Source: an optimization exercise on an open RTL-to-GDS flow (aim: small area and a short achievable clock period). Production flows keep margins and buffers that such runs may drop. At most, simulation tests tie the RTL to the original design; equivalence was not proved. Power is estimated from default activity; no workload was simulated.

==> module dataMemory, before the edit <==
module dataMemory
(
    input  logic                 clk,
    input  spiPkg::spiPins       pins,
    input  spiPkg::ctrlStrobes   strobes,
    input  logic [dataWidth-1:0] busIn,
    output logic [dataWidth-1:0] readData
);
    logic [dataWidth-1:0] mem [memDepth];
    logic [addrWidth-1:0] busAddr;
    logic [3:0]           selLow;
    logic [3:0]           selMid;
    logic [7:0]           selHigh;
    logic [memDepth-1:0]  rowSelect;
    assign busAddr = busIn[dataWidth-1 -: addrWidth];
    always_ff @(posedge clk) begin
        if (strobes.addrLatch) begin
            for (int i = 0; i < 4; i++) begin
                selLow[i] <= (busAddr[1:0] == 2'(i));
                selMid[i] <= (busAddr[3:2] == 2'(i));
            end
            for (int i = 0; i < 8; i++) begin
                selHigh[i] <= (busAddr[6:4] == 3'(i));
            end
        end
    end
    always_comb begin
        for (int r = 0; r < memDepth; r++) begin
            rowSelect[r] = selHigh[r / 16] & selMid[(r / 4) % 4] & selLow[r % 4];
        end
    end
    always_ff @(posedge clk) begin
        for (int r = 0; r < memDepth; r++) begin
            if (strobes.memWrite && rowSelect[r]) begin
                mem[r] <= busIn;
            end
        end
    end
    always_comb begin
        readData = '0;
        for (int r = 0; r < memDepth; r++) begin
            readData |= mem[r] & {dataWidth{rowSelect[r]}};
        end
    end
endmodule
clock: 4.0 ns
lec_check: 0
cap_margin: 20
core_margin: 2
core_utilization: 70
cts_buf_list: sky130_fd_sc_hd__clkbuf_8
cts_cluster_diameter: 45
cts_cluster_size: 18
setup_slack_margin: 2.0
slew_margin: 20
run.sh (not shown) runs the stock make flow with config.mk's settings and CLKGATE_MAP_FILE= SYNTH_SCRIPT=/design/flow/synth_recipe.tcl, a recipe that flattens the netlist after the stock synthesis.
The first run did not get past global routing (5_1_grt), error GRT-0232.
Next try:
--- a/flow/design.v
+++ b/flow/design.v
@@ -196,39 +196,14 @@
 );
     logic [dataWidth-1:0] mem [memDepth];
-    logic [addrWidth-1:0] busAddr;
-    logic [3:0]           selLow;
-    logic [3:0]           selMid;
-    logic [7:0]           selHigh;
-    logic [memDepth-1:0]  rowSelect;
-    assign busAddr = busIn[dataWidth-1 -: addrWidth];
+    logic [addrWidth-1:0] addrReg;
     always_ff @(posedge clk) begin
         if (strobes.addrLatch) begin
-            for (int i = 0; i < 4; i++) begin
-                selLow[i] <= (busAddr[1:0] == 2'(i));
-                selMid[i] <= (busAddr[3:2] == 2'(i));
-            end
-            for (int i = 0; i < 8; i++) begin
-                selHigh[i] <= (busAddr[6:4] == 3'(i));
-            end
-        end
-    end
-    always_comb begin
-        for (int r = 0; r < memDepth; r++) begin
-            rowSelect[r] = selHigh[r / 16] & selMid[(r / 4) % 4] & selLow[r % 4];
-        end
-    end
-    always_ff @(posedge clk) begin
-        for (int r = 0; r < memDepth; r++) begin
-            if (strobes.memWrite && rowSelect[r]) begin
-                mem[r] <= busIn;
-            end
-        end
-    end
-    always_comb begin
-        readData = '0;
-        for (int r = 0; r < memDepth; r++) begin
-            readData |= mem[r] & {dataWidth{rowSelect[r]}};
-        end
-    end
+            addrReg <= busIn[dataWidth-1 -: addrWidth];
+        end
+        if (strobes.memWrite) begin
+            mem[addrReg] <= busIn;
+        end
+    end
+    assign readData = mem[addrReg];
 endmodule
 `timescale 1ns/100ps
Result: This time the run completed without violations; synthesized cell count came out lower by about 5%; area after synthesis came out higher by about 4.5%.
Function not checked in the first run of this note: the RTL went through the layout flow alone.

========
Setup of job 101:
The RTL this note starts from:
==> flow/design.v <==
package spiPkg;
    localparam int addrWidth = 7;
    localparam int dataWidth = 8;
    localparam int memDepth = 128;
    localparam int debounceCycles = 3;
    localparam int debounceWidth = $clog2(debounceCycles);
    localparam int rawPinCount = 3;
    localparam logic [rawPinCount-1:0] rawPinsIdle = 3'b010;
    localparam int readTapStep = 8;
    localparam int readTaps = memDepth / readTapStep;
    localparam int writePortStep = 32;
    localparam int writePorts = memDepth / writePortStep;
    localparam int stateWidth = 3;
    localparam logic [stateWidth-1:0] stateIdle = 3'd0;
    localparam logic [stateWidth-1:0] stateAddressLoad = 3'd1;
    localparam logic [stateWidth-1:0] stateBranch = 3'd2;
    localparam logic [stateWidth-1:0] stateDataLoad = 3'd3;
    localparam logic [stateWidth-1:0] stateRead = 3'd4;
    localparam logic [stateWidth-1:0] stateWrite = 3'd5;
    localparam logic [stateWidth-1:0] stateWriteCommit = 3'd6;
    typedef struct packed {
        logic sclkRise;
        logic sclkFall;
        logic csN;
        logic mosi;
    } spiPins;
    typedef struct packed {
        logic addrLoad;     
        logic lastAddrBit;  
        logic addrLatch;    
        logic shiftLoad;    
        logic memWrite;     
    } ctrlStrobes;
endpackage
`timescale 1ns/100ps
import spiPkg::*;
module inputConditioner
(
    input  logic   clk,
    input  logic   reset,
    input  logic   sclk,
    input  logic   csN,
    input  logic   mosi,
    output spiPkg::spiPins pins
);
    logic [rawPinCount-1:0]   rawPins;
    logic [rawPinCount-1:0]   syncStage1;
    logic [rawPinCount-1:0]   syncStage2;
    logic [rawPinCount-1:0]   stablePins;
    logic [debounceWidth-1:0] stableCount [rawPinCount];
    logic                     sclkPrev;
    assign rawPins = {mosi, csN, sclk};
    always_ff @(posedge clk) begin
        if (reset) begin
            syncStage1 <= rawPinsIdle;
            syncStage2 <= rawPinsIdle;
        end else begin
            syncStage1 <= rawPins;
            syncStage2 <= syncStage1;
        end
    end
    always_ff @(posedge clk) begin
        if (reset) begin
            stablePins <= rawPinsIdle;
            for (int i = 0; i < rawPinCount; i++) begin
                stableCount[i] <= '0;
            end
        end else begin
            for (int i = 0; i < rawPinCount; i++) begin
                if (syncStage2[i] == stablePins[i]) begin
                    stableCount[i] <= '0;
                end else if (stableCount[i] == debounceWidth'(debounceCycles - 1)) begin
                    stablePins[i] <= syncStage2[i];
                    stableCount[i] <= '0;
                end else begin
                    stableCount[i] <= stableCount[i] + 1'b1;
                end
            end
        end
    end
    always_ff @(posedge clk) begin
        if (reset) begin
            sclkPrev <= 1'b0;
        end else begin
            sclkPrev <= stablePins[0];
        end
    end
    assign pins.sclkRise = stablePins[0] & ~sclkPrev;
    assign pins.sclkFall = ~stablePins[0] & sclkPrev;
    assign pins.csN = stablePins[1];
    assign pins.mosi = stablePins[2];
endmodule
`timescale 1ns/100ps
import spiPkg::*;
module shiftRegister
(
    input  logic                 clk,
    input  logic                 reset,
    input  spiPkg::spiPins               pins,
    input  spiPkg::ctrlStrobes           strobes,
    input  logic [dataWidth-1:0] parallelIn,
    output logic [dataWidth-1:0] parallelOut,
    output logic                 miso
);
    logic [dataWidth-1:0] shiftReg;
    always_ff @(posedge clk) begin
        if (reset) begin
            shiftReg <= '0;
        end else if (strobes.shiftLoad) begin
            shiftReg <= parallelIn;
        end else if (pins.sclkRise) begin
            shiftReg <= {shiftReg[dataWidth-2:0], pins.mosi};
        end
    end
    always_ff @(posedge clk) begin
        if (reset) begin
            miso <= 1'b0;
        end else if (pins.sclkFall) begin
            miso <= shiftReg[dataWidth-1];
        end
    end
    assign parallelOut = shiftReg;
endmodule
`timescale 1ns/100ps
import spiPkg::*;
module spiController
(
    input  logic       clk,
    input  logic       reset,
    input  spiPkg::spiPins     pins,
    input  logic       rwBit,
    output spiPkg::ctrlStrobes strobes,
    output logic       misoEnable
);
    logic [stateWidth-1:0] state;
    logic [2:0]            bitCount;
    always_ff @(posedge clk) begin
        if (reset || pins.csN) begin
            state <= stateIdle;
            bitCount <= '0;
            misoEnable <= 1'b0;
        end else begin
            case (state)
                stateIdle, stateWriteCommit: begin
                    state <= stateAddressLoad;
                    bitCount <= '0;
                end
                stateAddressLoad: begin
                    if (pins.sclkRise) begin
                        bitCount <= bitCount + 1'b1;
                        if (bitCount == 3'd7) begin
                            state <= stateBranch;
                        end
                    end
                end
                stateBranch: begin
                    state <= rwBit ? stateDataLoad : stateWrite;
                end
                stateDataLoad: begin
                    state <= stateRead;
                end
                stateRead: begin
                    if (pins.sclkFall) begin
                        if (!misoEnable) begin
                            misoEnable <= 1'b1;
                        end else begin
                            bitCount <= bitCount + 1'b1;
                            if (bitCount == 3'd7) begin
                                misoEnable <= 1'b0;
                                state <= stateIdle;
                            end
                        end
                    end
                end
                stateWrite: begin
                    if (pins.sclkRise) begin
                        bitCount <= bitCount + 1'b1;
                        if (bitCount == 3'd7) begin
                            state <= stateWriteCommit;
                        end
                    end
                end
                default: begin
                    state <= stateIdle;
                    bitCount <= '0;
                    misoEnable <= 1'b0;
                end
            endcase
        end
    end
    assign strobes.addrLoad = (state == stateAddressLoad);
    assign strobes.lastAddrBit = (bitCount == 3'd7);
    assign strobes.addrLatch = (state == stateBranch);
    assign strobes.shiftLoad = (state == stateDataLoad);
    assign strobes.memWrite = (state == stateWriteCommit);
endmodule
`timescale 1ns/100ps
import spiPkg::*;
module dataMemory
(
    input  logic                 clk,
    input  spiPkg::spiPins       pins,
    input  spiPkg::ctrlStrobes   strobes,
    input  logic [dataWidth-1:0] busIn,
    output logic [dataWidth-1:0] readData
);
    localparam int posWidth = $clog2(memDepth);
    localparam int tapWidth = $clog2(readTaps);
    localparam int portWidth = $clog2(writePorts);
    logic [memDepth-1:0][dataWidth-1:0] ring;
    logic [memDepth-1:0][dataWidth-1:0] ringNext;
    logic [posWidth-1:0]  rotation;
    logic [posWidth-1:0]  nextRotation;
    logic [addrWidth-1:0] addrReg;
    logic [dataWidth-1:0] heldData;
    logic                 writePending;
    logic                 newCandidate;
    logic [posWidth-1:0]  candidatePos;
    logic                 tapHit;
    logic [tapWidth-1:0]  tapIndex;
    logic [dataWidth-1:0] tapData;
    logic                 writeNow;
    logic [writePorts-1:0] writeSelect;
    logic [portWidth-1:0] writePort;
    assign nextRotation = rotation + 1'b1;
    assign newCandidate = pins.sclkRise && !(strobes.addrLoad && strobes.lastAddrBit);
    assign tapHit = (candidatePos[posWidth-tapWidth-1:0] == (posWidth-tapWidth)'(readTapStep - 2));
    assign tapIndex = candidatePos[posWidth-1 -: tapWidth];
    assign writeNow = writePending &&
        (rotation[posWidth-portWidth-1:0] == ~addrReg[posWidth-portWidth-1:0]);
    assign writePort = rotation[posWidth-1 -: portWidth] + addrReg[posWidth-1 -: portWidth] + 1'b1;
    always_comb begin
        ringNext = {ring[memDepth-2:0], ring[memDepth-1]};
        for (int j = 0; j < writePorts; j++) begin
            if (writeSelect[j]) begin
                ringNext[j * writePortStep + 1] = heldData;
            end
        end
    end
    assign tapData = ring[{tapIndex, (posWidth-tapWidth)'(readTapStep - 1)}];
    always_ff @(posedge clk) begin
        rotation <= nextRotation;
        if (newCandidate) begin
            candidatePos <= {busIn[addrWidth-2:0], pins.mosi} + rotation;
        end else begin
            candidatePos <= candidatePos + 1'b1;
        end
        ring <= ringNext;
        if (strobes.addrLatch) begin
            addrReg <= busIn[dataWidth-1 -: addrWidth];
        end
        for (int j = 0; j < writePorts; j++) begin
            writeSelect[j] <= writeNow && writePort == portWidth'(j);
        end
        if (strobes.memWrite) begin
            writePending <= 1'b1;
        end else if (|writeSelect) begin
            writePending <= 1'b0;
        end
        if (strobes.memWrite) begin
            heldData <= busIn;
        end else if (tapHit && !writePending) begin
            heldData <= tapData;
        end
    end
    assign readData = tapHit ? tapData : heldData;
endmodule
`timescale 1ns/100ps
import spiPkg::*;
module spiMemory
(
    input  logic clk,
    input  logic reset,
    input  logic sclk,
    input  logic csN,
    input  logic mosi,
    output logic miso,
    output logic misoEnable
);
    spiPkg::spiPins       pins;
    spiPkg::ctrlStrobes   strobes;
    logic [dataWidth-1:0] parallelOut;
    logic [dataWidth-1:0] readData;
    logic                 rwBit;
    inputConditioner i_inputConditioner (
        .clk   (clk),
        .reset (reset),
        .sclk  (sclk),
        .csN   (csN),
        .mosi  (mosi),
        .pins  (pins)
    );
    assign rwBit = parallelOut[0];
    spiController i_spiController (
        .clk        (clk),
        .reset      (reset),
        .pins       (pins),
        .rwBit      (rwBit),
        .strobes    (strobes),
        .misoEnable (misoEnable)
    );
    shiftRegister i_shiftRegister (
        .clk         (clk),
        .reset       (reset),
        .pins        (pins),
        .strobes     (strobes),
        .parallelIn  (readData),
        .parallelOut (parallelOut),
        .miso        (miso)
    );
    dataMemory i_dataMemory (
        .clk      (clk),
        .pins     (pins),
        .strobes  (strobes),
        .busIn    (parallelOut),
        .readData (readData)
    );
endmodule
Settings: LEC_CHECK=0, CAP_MARGIN=20, CORE_MARGIN=2, CORE_UTILIZATION=75, CTS_BUF_LIST=sky130_fd_sc_hd__clkbuf_8, CTS_CLUSTER_DIAMETER=45, CTS_CLUSTER_SIZE=18, SETUP_SLACK_MARGIN=2.2, SLEW_MARGIN=20; clock period 4.0 ns.
Modified inputs, job 102 compared to job 101
--- a/flow/design.v
+++ b/flow/design.v
@@ -221,30 +221,30 @@
     logic [dataWidth-1:0] tapData;
     logic                 writeNow;
     logic [writePorts-1:0] writeSelect;
     logic [portWidth-1:0] writePort;
     assign nextRotation = rotation + 1'b1;
     assign newCandidate = pins.sclkRise && !(strobes.addrLoad && strobes.lastAddrBit);
-    assign tapHit = (candidatePos[posWidth-tapWidth-1:0] == (posWidth-tapWidth)'(readTapStep - 2));
+    assign tapHit = (candidatePos[posWidth-tapWidth-1:0] == '0);
     assign tapIndex = candidatePos[posWidth-1 -: tapWidth];
     assign writeNow = writePending &&
         (rotation[posWidth-portWidth-1:0] == ~addrReg[posWidth-portWidth-1:0]);
     assign writePort = rotation[posWidth-1 -: portWidth] + addrReg[posWidth-1 -: portWidth] + 1'b1;
     always_comb begin
         ringNext = {ring[memDepth-2:0], ring[memDepth-1]};
         for (int j = 0; j < writePorts; j++) begin
             if (writeSelect[j]) begin
                 ringNext[j * writePortStep + 1] = heldData;
             end
         end
     end
-    assign tapData = ring[{tapIndex, (posWidth-tapWidth)'(readTapStep - 1)}];
+    assign tapData = ring[{tapIndex, {(posWidth-tapWidth){1'b0}}}];
     always_ff @(posedge clk) begin
         rotation <= nextRotation;
         if (newCandidate) begin
-            candidatePos <= {busIn[addrWidth-2:0], pins.mosi} + rotation;
+            candidatePos <= {busIn[addrWidth-2:0], pins.mosi} + nextRotation;
         end else begin
             candidatePos <= candidatePos + 1'b1;
         end
         ring <= ringNext;
         if (strobes.addrLatch) begin
             addrReg <= busIn[dataWidth-1 -: addrWidth];
==> results.txt <==
The final layouts of job 102 and job 101 pass the timing, design-rule and antenna checks. Signed area change from the synthesized netlist to the final layout: higher on job 102. | number of nets in the final layout | job 102 vs job 101 | about 0.9% higher |. Job 102 vs. job 101: power share of the clock group went down, synthesized cell area went down. Run comparison: job 101 capture point of the critical path misoEnable; job 102 capture point of the critical path i_dataMemory.candidatePos[5]$_DFF_P_. Job 102 vs job 101 — net switching power climbed by a few percent. Taking job 102 as 1.0, job 101 lands at 0.78 on non-clock buffer count. Going from job 101 to job 102, post-route total power grew slightly. Job 102 ends up with a clock buffer count in the final layout that is 1 higher than in job 101. | portion of total power attributed to sequential cells | job 102 vs job 101 | 0.4 points lower |. Between job 102 and job 101, the met2 layer wire length in the routed design is lower for job 101. Sum of negative setup slack: job 102 vs job 101, no meaningful difference.
No functional check of the RTL was part of job 102.

========
spiMemory, a different RTL version from the one above (not shown whole).
For scale: about 1700 cells after synthesis, roughly 1100 flip-flops, ~7 I/O pins.
==> module dataMemory, before the edit <==
module dataMemory
(
    input  logic                 clk,
    input  spiPkg::spiPins       pins,
    input  spiPkg::ctrlStrobes   strobes,
    input  logic [dataWidth-1:0] busIn,
    output logic [dataWidth-1:0] readData
);
    localparam int posWidth = $clog2(memDepth);
    localparam int tapWidth = $clog2(readTaps);
    localparam int portWidth = $clog2(writePorts);
    logic [memDepth-1:0][dataWidth-1:0] ring;
    logic [memDepth-1:0][dataWidth-1:0] ringNext;
    logic [posWidth-1:0]  rotation;
    logic [posWidth-1:0]  nextRotation;
    logic [addrWidth-1:0] addrReg;
    logic [dataWidth-1:0] heldData;
    logic                 writePending;
    logic                 newCandidate;
    logic [posWidth-1:0]  candidatePos;
    logic                 tapHit;
    logic [tapWidth-1:0]  tapIndex;
    logic [dataWidth-1:0] tapData;
    logic                 writeNow;
    logic [writePorts-1:0] writeSelect;
    logic [portWidth-1:0] writePort;
    assign nextRotation = rotation + 1'b1;
    assign newCandidate = pins.sclkRise && !(strobes.addrLoad && strobes.lastAddrBit);
    assign tapHit = (candidatePos[posWidth-tapWidth-1:0] == (posWidth-tapWidth)'(readTapStep - 2));
    assign tapIndex = candidatePos[posWidth-1 -: tapWidth];
    assign writeNow = writePending &&
        (rotation[posWidth-portWidth-1:0] == ~addrReg[posWidth-portWidth-1:0]);
    assign writePort = rotation[posWidth-1 -: portWidth] + addrReg[posWidth-1 -: portWidth] + 1'b1;
    always_comb begin
        ringNext = {ring[memDepth-2:0], ring[memDepth-1]};
        for (int j = 0; j < writePorts; j++) begin
            if (writeSelect[j]) begin
                ringNext[j * writePortStep + 1] = heldData;
            end
        end
    end
    always_comb begin
        tapData = '0;
        for (int k = 0; k < readTaps; k++) begin
            tapData |= ring[k * readTapStep + readTapStep - 1] & {dataWidth{tapIndex == tapWidth'(k)}};
        end
    end
    always_ff @(posedge clk) begin
        rotation <= nextRotation;
        if (newCandidate) begin
            candidatePos <= {busIn[addrWidth-2:0], pins.mosi} + rotation;
        end else begin
            candidatePos <= candidatePos + 1'b1;
        end
        ring <= ringNext;
        if (strobes.addrLatch) begin
            addrReg <= busIn[dataWidth-1 -: addrWidth];
        end
        for (int j = 0; j < writePorts; j++) begin
            writeSelect[j] <= writeNow && writePort == portWidth'(j);
        end
        if (strobes.memWrite) begin
            writePending <= 1'b1;
        end else if (|writeSelect) begin
            writePending <= 1'b0;
        end
        if (strobes.memWrite) begin
            heldData <= busIn;
        end else if (tapHit && !writePending) begin
            heldData <= tapData;
        end
    end
    assign readData = tapHit ? tapData : heldData;
endmodule
==> flow/config.mk <==
export PLATFORM = sky130hd
export DESIGN_NAME = spiMemory
export DESIGN_NICKNAME = spiMemory
export VERILOG_FILES = /design/flow/design.v
export SDC_FILE = /design/flow/constraint.sdc
export NUM_CORES = 4
export LEC_CHECK = 0
export ABC_AREA = 1
export CAP_MARGIN = 20
export CORE_MARGIN = 2
export CORE_UTILIZATION = 75
export CTS_BUF_LIST = sky130_fd_sc_hd__clkbuf_8
export CTS_CLUSTER_DIAMETER = 45
export CTS_CLUSTER_SIZE = 18
export SETUP_SLACK_MARGIN = 2.1
export SLEW_MARGIN = 20
==> flow/constraint.sdc <==
create_clock -name core_clock -period 4.0 [get_ports {clk}]
set_input_delay 0.8000 -clock core_clock [delete_from_list [all_inputs] [get_ports {clk}]]
set_output_delay 0.8000 -clock core_clock [all_outputs]
set_load 0.01 [all_outputs]
standard.sh (not shown) runs the stock make flow with config.mk's settings and CLKGATE_MAP_FILE= SYNTH_SCRIPT=/design/flow/synth_recipe.tcl, a recipe that flattens the netlist after the stock synthesis.
==> flow/flow/run.sh <==
#!/bin/bash
# The standard layout, with a clock tree whose root and trunk use the strongest
# clock buffer; leaf clusters as in config.mk. Make's output goes to flow_make.log.
set -euo pipefail
export CTS_ARGS="-sink_clustering_enable -repair_clock_nets -sink_clustering_size 18 -sink_clustering_max_diameter 45 -buf_list sky130_fd_sc_hd__clkbuf_8 -root_buf sky130_fd_sc_hd__clkbuf_16 -tree_buf sky130_fd_sc_hd__clkbuf_16"
bash standard.sh finish > flow_make.log 2>&1
Next try:
--- a/flow/design.v
+++ b/flow/design.v
@@ -232,10 +232,5 @@
         end
     end
-    always_comb begin
-        tapData = '0;
-        for (int k = 0; k < readTaps; k++) begin
-            tapData |= ring[k * readTapStep + readTapStep - 1] & {dataWidth{tapIndex == tapWidth'(k)}};
-        end
-    end
+    assign tapData = ring[{tapIndex, (posWidth-tapWidth)'(readTapStep - 1)}];
     always_ff @(posedge clk) begin
         rotation <= nextRotation;
Global-route usage shrinks by 2.3 points.
Die area grows by 1.2%.
Final area hardly moves.
Clock skew stays flat.
Sequential power hardly moves.
Count of clock-buffer cells in the layout shrinks by 1.
Combinational power grows by 19%.
Clock power shrinks by about 2%.
Via count shrinks by 0.60%.
Worst setup slack gets worse by 8.0 ps.
Fmax shrinks by 0.43%.
Non-clock buffer count shrinks by 13.
For the first run of this note, only the layout was checked, not whether the RTL still works.

## re-timing with driven ports
In the flow no input, the clock included, has a driving cell. The finished layouts below were timed again as built, in two steps.
Step 1: set_driving_cell puts a clkbuf_16 on clk and a buf_2 on each other input, an assumption about the parent block.
Step 2 moves the port delays by t, midway between the first and last clock arrival at a register: inputs arrive t later, outputs are due t later. That takes back most of the time a late clock gives input paths.
Slacks: ideal ports / drivers / drivers and shift; pairs: ideal ports / drivers.
run	shift t [ns]	setup WS [ns]	hold WS [ns]	worst setup path after step 2	worst register clock-pin slew, ns
the second run of note 1	0.815	1.557 / 1.557 / 1.101	0.409 / 0.409 / 0.409	input to register	0.11 / 0.11
job 101	0.685	2.092 / 2.038 / 1.742	0.300 / 0.300 / 0.300	input to register	0.12 / 0.12
job 102	0.684	1.968 / 1.968 / 1.853	0.310 / 0.310 / 0.310	input to register	0.13 / 0.13
the first run of note 3	0.617	2.144 / 2.092 / 1.620	0.314 / 0.314 / 0.314	input to register	0.11 / 0.11
the second run of note 3	0.620	2.136 / 2.085 / 1.628	0.316 / 0.316 / 0.316	input to register	0.11 / 0.11
After both steps setup and hold are still met in every run listed. For the first run of note 3, which loses most, drivers alone change the setup slack by -0.052 ns; drivers and shift together by -0.524 ns.
